What follows belongs to an exercise in optimizing a design on an open flow for small area and few clock cycles; a production flow would make more cautious choices. The RTL was checked by simulation tests, not by an equivalence proof against the original design. Power figures rest on the tool's default switching activity, not on a simulated workload.

==> module min_max_column_decimator_top, before the edit <==
module min_max_column_decimator_top (
    input  wire logic                                i_clk,
    input  wire logic                                i_rst_n,
    input  wire logic                                i_cfg_we,
    input  wire logic [mmcd_pkg::CFG_IDX_BITS-1:0]   i_cfg_idx,
    input  wire logic [mmcd_pkg::CFG_DATA_BITS-1:0]  i_cfg_data,
    input  wire logic                                i_sample_valid,
    output      logic                                o_sample_ready,
    input  wire logic [mmcd_pkg::SAMPLE_BITS-1:0]    i_sample,
    output      logic                                o_result_valid,
    input  wire logic                                i_result_ready,
    output      logic [mmcd_pkg::COL_BITS-1:0]       o_result_column,
    output      logic [mmcd_pkg::SAMPLE_BITS-1:0]    o_result_low_peak,
    output      logic [mmcd_pkg::SAMPLE_BITS-1:0]    o_result_high_peak,
    output      logic                                o_result_run_last,
    output      logic                                o_result_frame_last
);
    localparam int NB = mmcd_pkg::N_BITS;
    localparam int CB = mmcd_pkg::COL_BITS;
    localparam int SB = mmcd_pkg::SAMPLE_BITS;
    localparam int DB = mmcd_pkg::D_BITS;
    logic [NB-1:0] r_n;        
    logic [CB-1:0] r_wc;       
    logic          r_rs;       
    logic          wr;
    logic [12:0]   wdat;
    logic          clamp;
    logic [CB-1:0] wm1;        
    assign wr   = i_cfg_we && (i_cfg_idx[1] == 1'b0);
    assign wdat = i_cfg_data[12:0];
    always_ff @(posedge i_clk) begin
        if (!i_rst_n) begin
            r_n  <= mmcd_pkg::RESET_TOTAL;
            r_wc <= mmcd_pkg::RESET_WM1;
        end else if (i_cfg_we && i_cfg_idx == 2'd0) begin
            r_n <= (i_cfg_data == '0) ? NB'(1) : i_cfg_data;
        end else if (i_cfg_we && i_cfg_idx == 2'd1) begin
            r_wc <= (wdat == '0) ? '0 : wdat[12] ? '1 : CB'(wdat - 1'b1);
        end
    end
    always_ff @(posedge i_clk) begin
        r_rs <= !i_rst_n || wr;
    end
    assign clamp = (r_n[NB-1:7] == '0) && (r_wc[CB-1:5] >= r_n[6:0]);
    assign wm1   = clamp ? {7'(r_n[6:0] - 1'b1), 5'h1f} : r_wc;
    logic          r_bv;
    logic [SB-1:0] r_bs;
    logic          pop;
    assign o_sample_ready = !r_bv || pop;
    always_ff @(posedge i_clk) begin
        if (!i_rst_n) r_bv <= 1'b0;
        else          r_bv <= (r_bv && !pop) || i_sample_valid;
    end
    always_ff @(posedge i_clk) begin
        if (o_sample_ready) r_bs <= i_sample;
    end
    function automatic logic [DB-1:0] add_d(input logic [DB-1:0] a,
                                            input logic [DB-1:0] b,
                                            input logic          ci);
        logic cy;
        cy = ci;
        for (int k = 0; k < DB; k++) begin
            add_d[k] = a[k] ^ b[k] ^ cy;
            cy       = (a[k] & b[k]) | (cy & (a[k] ^ b[k]));
        end
    endfunction
    function automatic logic lt_s(input logic [SB-1:0] a, input logic [SB-1:0] b);
        logic bw, ak, bk;
        bw = 1'b0;
        for (int k = 0; k < SB; k++) begin
            ak = (k == SB-1) ? !a[k] : a[k];
            bk = (k == SB-1) ? !b[k] : b[k];
            bw = (!ak & bk) | ((!ak | bk) & bw);
        end
        lt_s = bw;
    endfunction
    logic [DB-1:0] r_d;
    logic [CB-1:0] r_c;
    logic          r_has;
    logic          r_lastc;    
    logic          r_nle;      
    logic          r_rs2;      
    logic [SB-1:0] r_min, r_max;
    logic          close, fin, pen, emit, fire, take, sel;
    logic [DB-1:0] a_op, n_op, t, u;
    logic [CB-1:0] c_p1;
    logic [SB-1:0] s;
    assign s     = r_bs;
    assign close = !r_d[DB-1];
    assign fin   = close && r_lastc;
    assign c_p1  = r_c + 1'b1;
    assign pen   = (c_p1 == wm1);
    assign a_op = r_rs ? '0 : r_d;
    assign n_op = (close || r_rs) ? ~{1'b0, r_n} : '0;
    assign t    = a_op + n_op + DB'(close && !r_rs);
    assign u    = add_d(t, DB'(wm1), 1'b1);
    assign take = t[DB-1];
    assign sel  = r_rs || !close || (take && !r_lastc);
    assign emit = !r_rs && close && (r_lastc || r_bv);
    assign fire = !r_rs && (emit ? i_result_ready : r_bv);
    assign pop  = fire && !fin && sel;
    always_ff @(posedge i_clk) begin
        if (r_rs || fire) begin
            r_d   <= sel ? u : t;
            r_has <= sel && !r_rs;
        end
    end
    always_ff @(posedge i_clk) begin
        r_rs2 <= r_rs;
        if (r_rs2) r_nle <= !r_d[DB-1] || (&r_d);
    end
    always_ff @(posedge i_clk) begin
        if (r_rs || (fire && close)) begin
            r_c     <= (r_rs || fin) ? '0 : c_p1;
            r_lastc <= (r_rs || fin) ? (wm1 == '0) : pen;
        end
    end
    always_ff @(posedge i_clk) begin
        if (pop) begin
            if (close || !r_has || lt_s(s, r_min)) r_min <= s;
            if (close || !r_has || lt_s(r_max, s)) r_max <= s;
        end
    end
    assign o_result_valid      = emit;
    assign o_result_column     = r_c;
    assign o_result_low_peak   = r_has ? r_min : '0;
    assign o_result_high_peak  = r_has ? r_max : '0;
    assign o_result_run_last   = fin || (take && !(pen && r_nle));
    assign o_result_frame_last = r_lastc;
endmodule
export LEC_CHECK = 0
export CAP_MARGIN = 20
export CORE_MARGIN = 2
export CORE_UTILIZATION = 40
export CTS_BUF_LIST = sky130_fd_sc_hd__clkbuf_8
export SLEW_MARGIN = 20
create_clock -name core_clock -period 10.0 [get_ports {i_clk}]
standard.sh (not shown) runs the stock make flow with config.mk's settings and CLKGATE_MAP_FILE= SYNTH_SCRIPT=/design/flow/synth_recipe.tcl, a recipe that flattens the netlist after the stock synthesis.
==> flow/flow/run.sh <==
#!/bin/bash
# The standard layout (the standard.sh: standard synthesis, floorplan, place, CTS, route),
# with one change: buffer_ports gives each input and output port a sky130_fd_sc_hd__buf_1
# rather than the default buffer cell. Make's full output goes to standard.log here; ORFS's own
# per-step logs stay under orfs/logs.
set -euo pipefail
export BUFFER_PORTS_ARGS="-buffer_cell sky130_fd_sc_hd__buf_1"
bash standard.sh > standard.log 2>&1
Testbench counts at the start, summed over its fixed seeds: cycles 149,558.
Edit:
--- a/flow/design.v
+++ b/flow/design.v
@@ -65,62 +65,79 @@
         if (!i_rst_n) r_bv <= 1'b0;
         else          r_bv <= (r_bv && !pop) || i_sample_valid;
     end
     always_ff @(posedge i_clk) begin
         if (o_sample_ready) r_bs <= i_sample;
     end
-    function automatic logic [DB-1:0] add_d(input logic [DB-1:0] a,
-                                            input logic [DB-1:0] b,
-                                            input logic          ci);
+    function automatic logic [13:0] add_lo(input logic [13:0] a,
+                                           input logic [13:0] b,
+                                           input logic        ci);
         logic cy;
         cy = ci;
-        for (int k = 0; k < DB; k++) begin
-            add_d[k] = a[k] ^ b[k] ^ cy;
-            cy       = (a[k] & b[k]) | (cy & (a[k] ^ b[k]));
+        for (int k = 0; k < 14; k++) begin
+            add_lo[k] = a[k] ^ b[k] ^ cy;
+            cy        = (a[k] & b[k]) | (cy & (a[k] ^ b[k]));
         end
     endfunction
     function automatic logic lt_s(input logic [SB-1:0] a, input logic [SB-1:0] b);
         logic bw, ak, bk;
         bw = 1'b0;
         for (int k = 0; k < SB; k++) begin
             ak = (k == SB-1) ? !a[k] : a[k];
             bk = (k == SB-1) ? !b[k] : b[k];
             bw = (!ak & bk) | ((!ak | bk) & bw);
         end
         lt_s = bw;
     endfunction
+    function automatic logic lt_c(input logic [CB-1:0] a, input logic [CB-1:0] b);
+        logic bw;
+        bw = 1'b0;
+        for (int k = 0; k < CB; k++) begin
+            bw = (!a[k] & b[k]) | ((!a[k] | b[k]) & bw);
+        end
+        lt_c = bw;
+    endfunction
     logic [DB-1:0] r_d;
     logic [CB-1:0] r_c;
     logic          r_has;
     logic          r_lastc;    
     logic          r_nle;      
     logic          r_rs2;      
     logic [SB-1:0] r_min, r_max;
     logic          close, fin, pen, emit, fire, take, sel;
-    logic [DB-1:0] a_op, n_op, t, u;
     logic [CB-1:0] c_p1;
     logic [SB-1:0] s;
     assign s     = r_bs;
     assign close = !r_d[DB-1];
     assign fin   = close && r_lastc;
     assign c_p1  = r_c + 1'b1;
     assign pen   = (c_p1 == wm1);
-    assign a_op = r_rs ? '0 : r_d;
-    assign n_op = (close || r_rs) ? ~{1'b0, r_n} : '0;
-    assign t    = a_op + n_op + DB'(close && !r_rs);
-    assign u    = add_d(t, DB'(wm1), 1'b1);
-    assign take = t[DB-1];
+    assign take = (r_n[NB-1:CB] != '0) || lt_c(r_d[CB-1:0], r_n[CB-1:0]);
     assign sel  = r_rs || !close || (take && !r_lastc);
+    localparam int LB = 13;
+    localparam int HB = DB - LB;
+    logic [LB-1:0] a_lo, n_lo, w_lo, s_lo, k_lo;
+    logic [LB:0]   lo;
+    logic [HB-1:0] h_op, hi;
+    logic          gn, gw;
+    assign a_lo = r_rs ? '0 : r_d[LB-1:0];
+    assign gn   = r_rs || (fire && close);
+    assign gw   = r_rs || (fire && sel);
+    assign n_lo = gn ? ~r_n[LB-1:0] : '0;
+    assign w_lo = gw ? LB'(wm1) : '0;                 
+    assign s_lo = a_lo ^ n_lo ^ w_lo;
+    assign k_lo = (a_lo & n_lo) | (a_lo & w_lo) | (n_lo & w_lo);
+    assign lo   = add_lo({1'b0, s_lo}, {k_lo, gw}, fire && close);
+    assign h_op = gn ? {1'b1, ~r_n[NB-1:LB]} : r_d[DB-1:LB];
+    assign hi   = h_op + HB'(lo[LB]);
     assign emit = !r_rs && close && (r_lastc || r_bv);
     assign fire = !r_rs && (emit ? i_result_ready : r_bv);
     assign pop  = fire && !fin && sel;
     always_ff @(posedge i_clk) begin
-        if (r_rs || fire) begin
-            r_d   <= sel ? u : t;
-            r_has <= sel && !r_rs;
-        end
+        r_d <= {hi, lo[LB-1:0]};
+        if (r_rs || fire) r_has <= sel && !r_rs;
     end
     always_ff @(posedge i_clk) begin
         r_rs2 <= r_rs;
         if (r_rs2) r_nle <= !r_d[DB-1] || (&r_d);
     end
     always_ff @(posedge i_clk) begin
The new run completed without violations.
Maximum frequency fell by 2.5%.
Wire length decreases by about 3.7%.
Hold slack improved by 0.014 ns.
Clock skew goes down by 0.0078 ns.
Power is lower by 30%.
Synthesized area goes down by about 10%.
Clock-buffer cell count shrinks by 1.
Clock power went down by about 9%.
Design area fell by about 10%.
Worst setup slack gets worse by 0.22 ns.
Core utilization increases by 0.51 points.
Testbench counts after the change, summed over its fixed seeds: cycles 149,558.

-- re-timing with driven ports --
Ports are ideal in the flow. The routed layouts listed here were re-timed in OpenROAD.
Step 1 sets driving cells, clkbuf_16 on the clock port and buf_2 on the other inputs (assumed; they add their load-dependent delay and slew).
Step 2 also shifts input and output timing later by t, the mid clock arrival at the registers, as if the neighbouring blocks saw the same clock.
a / b / c = no drivers / after step 1 / after step 2; a / b = the first two.
run | shift t [ns] | setup WS [ns] | hold WS [ns]
the first run | 0.481 | 1.320 / 1.320 / 1.320 | 0.429 / 0.429 / 0.429
the second run | 0.477 | 1.096 / 1.080 / 0.603 | 0.443 / 0.443 / 0.443
After both steps setup and hold are still met in every run listed. For the second run, which loses most, drivers alone change the setup slack by -0.016 ns; drivers and shift together by -0.493 ns.
